Background: an optimization exercise with open tools, aiming at a short achievable clock period and few clock cycles per item. Do not read the settings as production practice. The RTL of this run was laid out without a check of its function. Power and IR drop assume default switching activity.

### config.mk
export PLATFORM = sky130hd
export DESIGN_NAME = switch_top
export DESIGN_NICKNAME = switch_top
export VERILOG_FILES = /design/flow/design.v
export SDC_FILE = /design/flow/constraint.sdc
export NUM_CORES = 4
export LEC_CHECK = 0
export CAP_MARGIN = 20
export CORE_MARGIN = 2
export CORE_UTILIZATION = 40
export SLEW_MARGIN = 20
### constraint.sdc
create_clock -name core_clock -period 4.5 [get_ports {to}]
set_input_delay 0.9000 -clock core_clock [delete_from_list [all_inputs] [get_ports {to}]]
set_output_delay 0.9000 -clock core_clock [all_outputs]
set_load 0.01 [all_outputs]
### design.v
`default_nettype none
package switch_pkg;
	localparam int BYTE_W = 8;
	localparam int NUM_PORTS = 4;
	localparam int PORT_W = $clog2(NUM_PORTS);
	localparam logic [BYTE_W-1:0] DEV_ID_BASE = 8'h40;
	localparam logic [BYTE_W-1:0] NOP_DATA = '0;
	typedef struct packed {
		logic ctl;
		logic [BYTE_W-1:0] data;
	} flit_t;
	typedef logic [NUM_PORTS-1:0] port_sel_t;
	typedef enum logic [2:0] {
		op_none       = 3'b000,
		op_read       = 3'b001,
		op_write      = 3'b010,
		op_read_resp  = 3'b011,
		op_write_resp = 3'b100,
		op_message    = 3'b101
	} noc_op_e;
	typedef enum logic [1:0] {rt_wait_cmd, rt_wait_dest, rt_forward} route_state_e;
	typedef enum logic {fr_idle, fr_store} frame_state_e;
	typedef enum logic {sc_pick, sc_drain} sched_state_e;
	function automatic logic is_cmd(input logic [BYTE_W:0] f);
		is_cmd = f[BYTE_W] && (f[BYTE_W-1:0] != NOP_DATA);
	endfunction
	function automatic logic is_nop(input logic [BYTE_W:0] f);
		is_nop = f[BYTE_W] && (f[BYTE_W-1:0] == NOP_DATA);
	endfunction
endpackage
`default_nettype wire
`timescale 1ns/1ns
`default_nettype none
module flit_fifo #(
	parameter int DEPTH = 16
) (
	input wire logic to,
	input wire logic rst_n,
	input wire logic wr,
	input wire logic [switch_pkg::BYTE_W:0] wdata,
	input wire logic rd,
	output logic [switch_pkg::BYTE_W:0] rdata,
	output logic full,
	output logic empty
);
	localparam int AW = $clog2(DEPTH);
	logic [switch_pkg::BYTE_W:0] mem [DEPTH];
	logic [AW-1:0] wr_ptr;
	logic [AW-1:0] rd_ptr;
	logic [AW:0] count;
	logic do_wr;
	logic do_rd;
	assign do_wr = wr && !full;
	assign do_rd = rd && !empty;
	assign full = (count == (AW+1)'(DEPTH));
	assign empty = (count == '0);
	assign rdata = mem[rd_ptr];
	always_ff @(posedge to) begin
		if (do_wr) mem[wr_ptr] <= wdata;
	end
	always_ff @(posedge to or negedge rst_n) begin
		if (!rst_n) begin
			wr_ptr <= '0;
			rd_ptr <= '0;
			count <= '0;
		end else begin
			if (do_wr) wr_ptr <= wr_ptr + 1'b1;
			if (do_rd) rd_ptr <= rd_ptr + 1'b1;
			if (do_wr && !do_rd) count <= count + 1'b1;
			else if (!do_wr && do_rd) count <= count - 1'b1;
		end
	end
endmodule
`default_nettype wire
`timescale 1ns/1ns
`default_nettype none
module resp_queue #(
	parameter int FIFO_DEPTH = 16
) (
	input wire logic to,
	input wire logic rst_n,
	input wire logic dev_rx_ctl,
	input wire logic [switch_pkg::BYTE_W-1:0] dev_rx_data,
	input wire logic pop,
	output logic [switch_pkg::BYTE_W:0] head,
	output logic pkt_ready,
	output logic pkt_is_read
);
	localparam int CW = $clog2(FIFO_DEPTH) + 1;
	switch_pkg::frame_state_e state;
	logic [switch_pkg::BYTE_W:0] rx_flit;
	logic wr;
	logic full;
	logic empty;
	logic nop_in;
	logic nop_out;
	logic [CW-1:0] pkt_cnt;
	assign rx_flit = {dev_rx_ctl, dev_rx_data};
	always_comb begin
		case (state)
			switch_pkg::fr_idle: wr = switch_pkg::is_cmd(rx_flit);
			switch_pkg::fr_store: wr = 1'b1;
			default: wr = 1'b0;
		endcase
	end
	always_ff @(posedge to or negedge rst_n) begin
		if (!rst_n) begin
			state <= switch_pkg::fr_idle;
		end else begin
			case (state)
				switch_pkg::fr_idle: if (switch_pkg::is_cmd(rx_flit) && !full) state <= switch_pkg::fr_store;
				switch_pkg::fr_store: if (switch_pkg::is_nop(rx_flit)) state <= switch_pkg::fr_idle;
				default: state <= switch_pkg::fr_idle;
			endcase
		end
	end
	flit_fifo #(
		.DEPTH (FIFO_DEPTH)
	) i_flit_fifo (
		.to    (to),
		.rst_n (rst_n),
		.wr    (wr),
		.wdata (rx_flit),
		.rd    (pop),
		.rdata (head),
		.full  (full),
		.empty (empty)
	);
	assign nop_in = wr && !full && switch_pkg::is_nop(rx_flit);
	assign nop_out = pop && !empty && switch_pkg::is_nop(head);
	always_ff @(posedge to or negedge rst_n) begin
		if (!rst_n) begin
			pkt_cnt <= '0;
		end else if (nop_in && !nop_out) begin
			pkt_cnt <= pkt_cnt + 1'b1;
		end else if (!nop_in && nop_out) begin
			pkt_cnt <= pkt_cnt - 1'b1;
		end
	end
	assign pkt_ready = (pkt_cnt != '0);
	assign pkt_is_read = head[switch_pkg::BYTE_W] && (head[2:0] == switch_pkg::op_read_resp);
endmodule
`default_nettype wire
`timescale 1ns/1ns
`default_nettype none
module rr_arbiter (
	input wire logic to,
	input wire logic rst_n,
	input wire switch_pkg::port_sel_t req,
	input wire logic advance,
	output switch_pkg::port_sel_t grant
);
	logic [switch_pkg::PORT_W-1:0] ptr;
	logic [switch_pkg::PORT_W-1:0] idx;
	logic [switch_pkg::PORT_W-1:0] grant_idx;
	logic found;
	always_comb begin
		grant = '0;
		grant_idx = ptr;
		found = 1'b0;
		idx = ptr;
		for (int i = 0; i < switch_pkg::NUM_PORTS; i++) begin
			idx = ptr + switch_pkg::PORT_W'(i);
			if (!found && req[idx]) begin
				grant[idx] = 1'b1;
				grant_idx = idx;
				found = 1'b1;
			end
		end
	end
	always_ff @(posedge to or negedge rst_n) begin
		if (!rst_n) begin
			ptr <= '0;
		end else if (advance && found) begin
			ptr <= grant_idx + 1'b1;
		end
	end
endmodule
`default_nettype wire
`timescale 1ns/1ns
`default_nettype none
module resp_scheduler (
	input wire logic to,
	input wire logic rst_n,
	input wire switch_pkg::port_sel_t pkt_ready,
	input wire switch_pkg::port_sel_t pkt_is_read,
	input wire logic [switch_pkg::NUM_PORTS-1:0][switch_pkg::BYTE_W:0] head,
	output switch_pkg::port_sel_t pop,
	output logic noc_from_dev_ctl,
	output logic [switch_pkg::BYTE_W-1:0] noc_from_dev_data
);
	switch_pkg::sched_state_e state;
	switch_pkg::port_sel_t req_hi;
	switch_pkg::port_sel_t req_lo;
	switch_pkg::port_sel_t grant_hi;
	switch_pkg::port_sel_t grant_lo;
	switch_pkg::port_sel_t grant_q;
	logic adv_hi;
	logic adv_lo;
	logic [switch_pkg::BYTE_W:0] cur;
	assign req_hi = pkt_ready & pkt_is_read;
	assign req_lo = pkt_ready & ~pkt_is_read;
	assign adv_hi = (state == switch_pkg::sc_pick) && (|req_hi);
	assign adv_lo = (state == switch_pkg::sc_pick) && !(|req_hi) && (|req_lo);
	rr_arbiter i_arb_hi (
		.to      (to),
		.rst_n   (rst_n),
		.req     (req_hi),
		.advance (adv_hi),
		.grant   (grant_hi)
	);
	rr_arbiter i_arb_lo (
		.to      (to),
		.rst_n   (rst_n),
		.req     (req_lo),
		.advance (adv_lo),
		.grant   (grant_lo)
	);
	always_comb begin
		cur = {1'b1, switch_pkg::NOP_DATA};
		for (int k = 0; k < switch_pkg::NUM_PORTS; k++) begin
			if (grant_q[k]) cur = head[k];
		end
	end
	assign pop = (state == switch_pkg::sc_drain) ? grant_q : '0;
	always_ff @(posedge to or negedge rst_n) begin
		if (!rst_n) begin
			state <= switch_pkg::sc_pick;
			grant_q <= '0;
			noc_from_dev_ctl <= 1'b1;
			noc_from_dev_data <= switch_pkg::NOP_DATA;
		end else begin
			case (state)
				switch_pkg::sc_pick: begin
					noc_from_dev_ctl <= 1'b1;
					noc_from_dev_data <= switch_pkg::NOP_DATA;
					if (adv_hi) begin
						grant_q <= grant_hi;
						state <= switch_pkg::sc_drain;
					end else if (adv_lo) begin
						grant_q <= grant_lo;
						state <= switch_pkg::sc_drain;
					end
				end
				switch_pkg::sc_drain: begin
					noc_from_dev_ctl <= cur[switch_pkg::BYTE_W];
					noc_from_dev_data <= cur[switch_pkg::BYTE_W-1:0];
					if (switch_pkg::is_nop(cur)) begin
						grant_q <= '0;
						state <= switch_pkg::sc_pick;
					end
				end
				default: state <= switch_pkg::sc_pick;
			endcase
		end
	end
endmodule
`default_nettype wire
`timescale 1ns/1ns
`default_nettype none
module dest_router (
	input wire logic to,
	input wire logic rst_n,
	input wire logic noc_to_dev_ctl,
	input wire logic [switch_pkg::BYTE_W-1:0] noc_to_dev_data,
	output logic [switch_pkg::NUM_PORTS-1:0] dev_tx_ctl,
	output logic [switch_pkg::NUM_PORTS-1:0][switch_pkg::BYTE_W-1:0] dev_tx_data
);
	switch_pkg::route_state_e state;
	switch_pkg::port_sel_t sel;
	switch_pkg::port_sel_t dest_dec;
	logic [switch_pkg::BYTE_W:0] in_flit;
	logic [switch_pkg::BYTE_W:0] dly1;
	logic [switch_pkg::BYTE_W:0] dly2;
	assign in_flit = {noc_to_dev_ctl, noc_to_dev_data};
	always_comb begin
		for (int k = 0; k < switch_pkg::NUM_PORTS; k++) begin
			dest_dec[k] = (noc_to_dev_data == switch_pkg::DEV_ID_BASE + switch_pkg::BYTE_W'(k));
		end
	end
	always_ff @(posedge to or negedge rst_n) begin
		if (!rst_n) begin
			state <= switch_pkg::rt_wait_cmd;
			sel <= '0;
		end else begin
			case (state)
				switch_pkg::rt_wait_cmd: begin
					if (switch_pkg::is_cmd(in_flit)) begin
						sel <= '0;
						state <= switch_pkg::rt_wait_dest;
					end
				end
				switch_pkg::rt_wait_dest: begin
					if (!in_flit[switch_pkg::BYTE_W]) begin
						sel <= dest_dec;
						state <= switch_pkg::rt_forward;
					end else if (switch_pkg::is_nop(in_flit)) begin
						state <= switch_pkg::rt_wait_cmd;
					end
				end
				switch_pkg::rt_forward: begin
					if (switch_pkg::is_cmd(in_flit)) begin
						sel <= '0;
						state <= switch_pkg::rt_wait_dest;
					end else if (switch_pkg::is_nop(in_flit)) begin
						state <= switch_pkg::rt_wait_cmd;
					end
				end
				default: state <= switch_pkg::rt_wait_cmd;
			endcase
		end
	end
	always_ff @(posedge to) begin
		dly1 <= in_flit;
		dly2 <= dly1;
	end
	always_comb begin
		for (int k = 0; k < switch_pkg::NUM_PORTS; k++) begin
			dev_tx_ctl[k] = sel[k] ? dly2[switch_pkg::BYTE_W] : 1'b1;
			dev_tx_data[k] = sel[k] ? dly2[switch_pkg::BYTE_W-1:0] : switch_pkg::NOP_DATA;
		end
	end
endmodule
`default_nettype wire
`timescale 1ns/1ns
`default_nettype none
module switch_top #(
	parameter int FIFO_DEPTH = 16
) (
	input wire logic to,
	input wire logic rst_n,
	input wire logic noc_to_dev_ctl,
	input wire logic [switch_pkg::BYTE_W-1:0] noc_to_dev_data,
	output logic [switch_pkg::NUM_PORTS-1:0] dev_tx_ctl,
	output logic [switch_pkg::NUM_PORTS-1:0][switch_pkg::BYTE_W-1:0] dev_tx_data,
	input wire logic [switch_pkg::NUM_PORTS-1:0] dev_rx_ctl,
	input wire logic [switch_pkg::NUM_PORTS-1:0][switch_pkg::BYTE_W-1:0] dev_rx_data,
	output logic noc_from_dev_ctl,
	output logic [switch_pkg::BYTE_W-1:0] noc_from_dev_data
);
	switch_pkg::port_sel_t pkt_ready;
	switch_pkg::port_sel_t pkt_is_read;
	switch_pkg::port_sel_t pop;
	logic [switch_pkg::NUM_PORTS-1:0][switch_pkg::BYTE_W:0] head;
	dest_router i_dest_router (
		.to              (to),
		.rst_n           (rst_n),
		.noc_to_dev_ctl  (noc_to_dev_ctl),
		.noc_to_dev_data (noc_to_dev_data),
		.dev_tx_ctl      (dev_tx_ctl),
		.dev_tx_data     (dev_tx_data)
	);
	for (genvar k = 0; k < switch_pkg::NUM_PORTS; k++) begin : g_queue
		resp_queue #(
			.FIFO_DEPTH (FIFO_DEPTH)
		) i_resp_queue (
			.to          (to),
			.rst_n       (rst_n),
			.dev_rx_ctl  (dev_rx_ctl[k]),
			.dev_rx_data (dev_rx_data[k]),
			.pop         (pop[k]),
			.head        (head[k]),
			.pkt_ready   (pkt_ready[k]),
			.pkt_is_read (pkt_is_read[k])
		);
	end
	resp_scheduler i_resp_scheduler (
		.to                (to),
		.rst_n             (rst_n),
		.pkt_ready         (pkt_ready),
		.pkt_is_read       (pkt_is_read),
		.head              (head),
		.pop               (pop),
		.noc_from_dev_ctl  (noc_from_dev_ctl),
		.noc_from_dev_data (noc_from_dev_data)
	);
endmodule
`default_nettype wire
### run.sh
#!/bin/bash
# synth_recipe.tcl (not shown) runs the flow's synth.tcl, then flattens the netlist and writes it again
# the make line also repeats each setting of config.mk as NAME=value (left out here)
make -C /OpenROAD-flow-scripts/flow DESIGN_CONFIG=/design/flow/config.mk WORK_HOME=/design/flow/orfs CLKGATE_MAP_FILE= SYNTH_SCRIPT=/design/flow/synth_recipe.tcl finish
==> flow_summary.toml <==
[logic_synthesis]
synth_mux_area_share_pct = 13.6
synth_seq_area_share_pct = 67.5
ys_types = 81
synth_area_um2 = 29900
synth_nets = 1843
synth_async_sr_flop_share_pct = 14.4
synth_edf_count = 576
synthCells = 1720
syn_area_per_cell_um2 = 17.4
post_synth_fa_ha_maj_area_fraction_pct = 3.38
synth_compound_area_share_pct = 3.97
synth-simple-area-share_pct = 7.52
ys.flop_type = "edfxtp_1"
synth_xor_xnor_area_share_pct = 1.96
synth-seq-cells = 694
ys_warn_count = 5
synth_top_family_by_area = "multiplexers"

[cells_and_area]
drive_gt1_share_pct = 17.7
area_delta_synth_final_pct = 16.0
mostFrequentLayoutCells = "edfxtp_1 (576), mux4_2 (129), nand2_1 (115), dfrtp_1 (95), clkdlybuf4s50_1 (90)"
layout_commonest_cell = "edfxtp_1"
final_nets = 2018

[sta]
final-hold-violation-count = 0
slew_viol_final = 0
whs_ns = 0.322
setup_violations = 0
worst_clock_skew_ns = 0.0282
max-slew-margin-rel_pct = 22.7
rsz0062_at_grt = "no"
layout_min_cycle_time_ns = 4.07
finalCritPeriodShare_pct = 90.5
fmax_ghz = 0.246
fin_setup_tns_ns = 0
worst_slew_pin_slew_ns = 1.16

[route]
wl_met3_um = 4160
drcViolationCount = 0
routedWlPerCell_um = 22.9
met2_length_um = 32000
wl_met1_um = 29500
firstDrtPassIters = 8
vias = 16100
drt-vias-per-instance = 5.49
dr.first_iter.drc_count = 1624
routed_wl_um = 66900
ant_nets = 0
route.top_layer_used = "met4"

[worst_hold_path]
hp-class = "in -> async"

[die]
core_um2 = 74200
start_util_pct = 40.3
die_area_um2 = 76900
pin_count = 92
rows = 100
die_w_um = 277
die_y_um = 277

[setup_path]
required_ns = 5.05
r2r_start = "g_queue[0].i_resp_queue.i_flit_fifo.rd_ptr[0]"
r2r-end = "i_resp_scheduler.i_arb_hi.ptr[1]"
critPathMaxStageDelay_ns = 0.54
startpoint_type = "register"
crit_start = "g_queue[0].i_resp_queue.i_flit_fifo.rd_ptr[0]"
cpMostUsedCell = "nand3_1"
critPathBufInv = 1
cp_cell_sequence = "buf_4, mux4_2, a22oi_1, nand3_1, nand4b_1, o22ai_1, nor4_1, a211o_1, o21a_1, or4_1, nand3_1"
cp_top_family = "simple AND/OR/NAND/NOR gates"
regToRegSetupSlack_ns = 0.43
critPathKind = "reg -> reg"
reg2reg_depth = 11
end_kind = "register"
worstPathArrival_ns = 4.62
cp_max_fo = 12
cp_slowest_cell = "nand4b_1"

[clock_tree]
cts_root_buf = "clkbuf_16"
cts.sinks = 694
clk_latency_ns = 0.62
path_clk_slew_ns = 0.06
cts_htree_levels = 3
post_cts_resized = 0
cts_buffers = 75
clock_path_buffers = 3
cts_tree = "built"
ctsHoldBuffers = 0
post_cts_buffers = 0

[grt]
grt_overflow = 0
grt_usage_pct = 17.5
grt_pass1_vias = 16600
antenna_found_initial = 1
grt_pass1_wl_um = 102000
grt_max_degree = 52

[run]
drv_cap = 0

[placement]
place_hpwl_um = 44700
portBuffers = 91
gp_congestion = 0.875

[pwr]
p_total_mw = 22.8
irDropWorstVdd_v = 0.000358
p_per_area_nw_per_um2 = 657
p_leak_nw = 11.9

[status]
status = "timing/DRC/antenna clean"
worst max-delay path by stage:
stage	cells past startpoint	slack (ns)	end
after floorplan	15	0.78	g_queue[1].i_resp_queue.pkt_cnt[4]
after global placement	13	0.31	g_queue[1].i_resp_queue.i_flit_fifo.count[4]
after detailed placement	13	0.28	g_queue[1].i_resp_queue.i_flit_fifo.count[4]
after CTS	11	0.42	i_resp_scheduler.i_arb_hi.ptr[1]
after global routing	11	0.21	i_resp_scheduler.i_arb_hi.ptr[1]
final	11	0.43	i_resp_scheduler.i_arb_hi.ptr[1]
final cells by class:
cell class	count	area, um^2
clock buffers	88	1980
inverters	35	131
flip-flops and latches	694	20200
well taps	969	1210
repair buffers	165	1550
multi-input cells	924	9100
clock inverters	50	505
fillers	6294	39600
diodes	1	2.50
metrics by stage:
stage          setup slack [ns]  std cells  utilization, %  area [um^2]
2_1_floorplan             0.782       1720               -        29900
3_3_place_gp              0.309       2787            43.3        32100
3_5_place_dp              0.280       2787            43.3        32200
4_1_cts                   0.425       2925            46.7        34600
5_1_grt                   0.206       2925            46.7        34600
6_report                  0.429       2926            46.7        34600
power by group:
part | internal (mW) | switching (mW)
Clock | 3.63 | 2.55
Combinational | 3.28 | 4.13
Sequential | 8.38 | 0.784
Total | 15.3 | 7.47
sequential cells by signal, summed over array words and instances (netlist names):
name,count
i_dest_router.dly2,9
g_queue.i_resp_queue.state,4
i_dest_router.state,2
i_resp_scheduler.i_arb_lo.ptr,2
g_queue.i_resp_queue.pkt_cnt,20
i_resp_scheduler.i_arb_hi.ptr,2
i_dest_router.sel,4
g_queue.i_resp_queue.i_flit_fifo.count,20
g_queue.i_resp_queue.i_flit_fifo.mem,576
i_dest_router.dly1,9
i_resp_scheduler.state,1
i_resp_scheduler.noc_from_dev_data,8
i_resp_scheduler.noc_from_dev_ctl,1
g_queue.i_resp_queue.i_flit_fifo.rd_ptr,16
i_resp_scheduler.grant_q,4
g_queue.i_resp_queue.i_flit_fifo.wr_ptr,16
logic make-up after synthesis:
kind of cell             count (synthesis)
flip-flops                             694
AND/OR/NAND/NOR                        426
multiplexers                           183
AO/OA/AOI/OAI                          172
buffers and inverters                  102
adder cells (fa/ha/maj)                 76
XOR/XNOR                                67
cells in the mapped netlist, types with 7 or more instances:
| cell | n | area [um^2] |
|---|---|---|
| a21o_1 | 16 | 120 |
| a21oi_1 | 37 | 185 |
| a222oi_1 | 8 | 80.1 |
| a22oi_1 | 12 | 90.1 |
| and2_1 | 89 | 557 |
| buf_2 | 14 | 70.1 |
| buf_6 | 11 | 124 |
| clkbuf_1 | 22 | 82.6 |
| dfrtp_1 | 99 | 2480 |
| dfxtp_1 | 18 | 360 |
| edfxtp_1 | 576 | 17300 |
| fa_1 | 8 | 160 |
| ha_1 | 68 | 851 |
| inv_1 | 33 | 124 |
| mux2_2 | 10 | 113 |
| mux2i_1 | 7 | 70.1 |
| mux4_1 | 37 | 972 |
| mux4_2 | 129 | 2910 |
| nand2_1 | 115 | 432 |
| nand2b_1 | 12 | 75.1 |
| nand3_1 | 38 | 190 |
| nand4_1 | 13 | 81.3 |
| nor2_1 | 58 | 218 |
| nor2b_1 | 18 | 113 |
| nor3_1 | 21 | 105 |
| nor4_1 | 19 | 119 |
| o211ai_1 | 11 | 82.6 |
| o21ai_0 | 29 | 145 |
| xnor2_1 | 49 | 429 |
| xor2_1 | 18 | 158 |
routing by layer:
layer	track usage (%)	vias up
li1	-	7192
met1	24.2	8315
met2	28.2	485
met3	3.53	85
met4	5.02	0
met5	0	-

-- port drivers added, routing unchanged --
No port has a modelled driver above. Below, the same layout with a new extraction and two added sets of constraints. Step 1 (the two cells are an assumption about what drives the block):
set clk [get_ports {to}]
set_driving_cell -lib_cell sky130_fd_sc_hd__clkbuf_16 $clk
set_driving_cell -lib_cell sky130_fd_sc_hd__buf_2 [delete_from_list [all_inputs] $clk]
Step 2 adds t to the input delays and takes it off the output delays; t is the mean of the earliest and latest rising clock arrival at the registers after step 1. Input paths then give back, and output paths get back, about the clock's delay inside the block. a / b / c = ideal ports / drivers / drivers and shift; a / b = the first two.
t, ns: 0.673
slack for setup (ns): 0.429 / 0.429 / 0.241
slew at the worst register clock pin (ns): 0.07 / 0.07
After both steps this run still meets setup and hold. For this run, drivers alone change the setup slack by 0.000 ns; drivers and shift together by -0.188 ns.
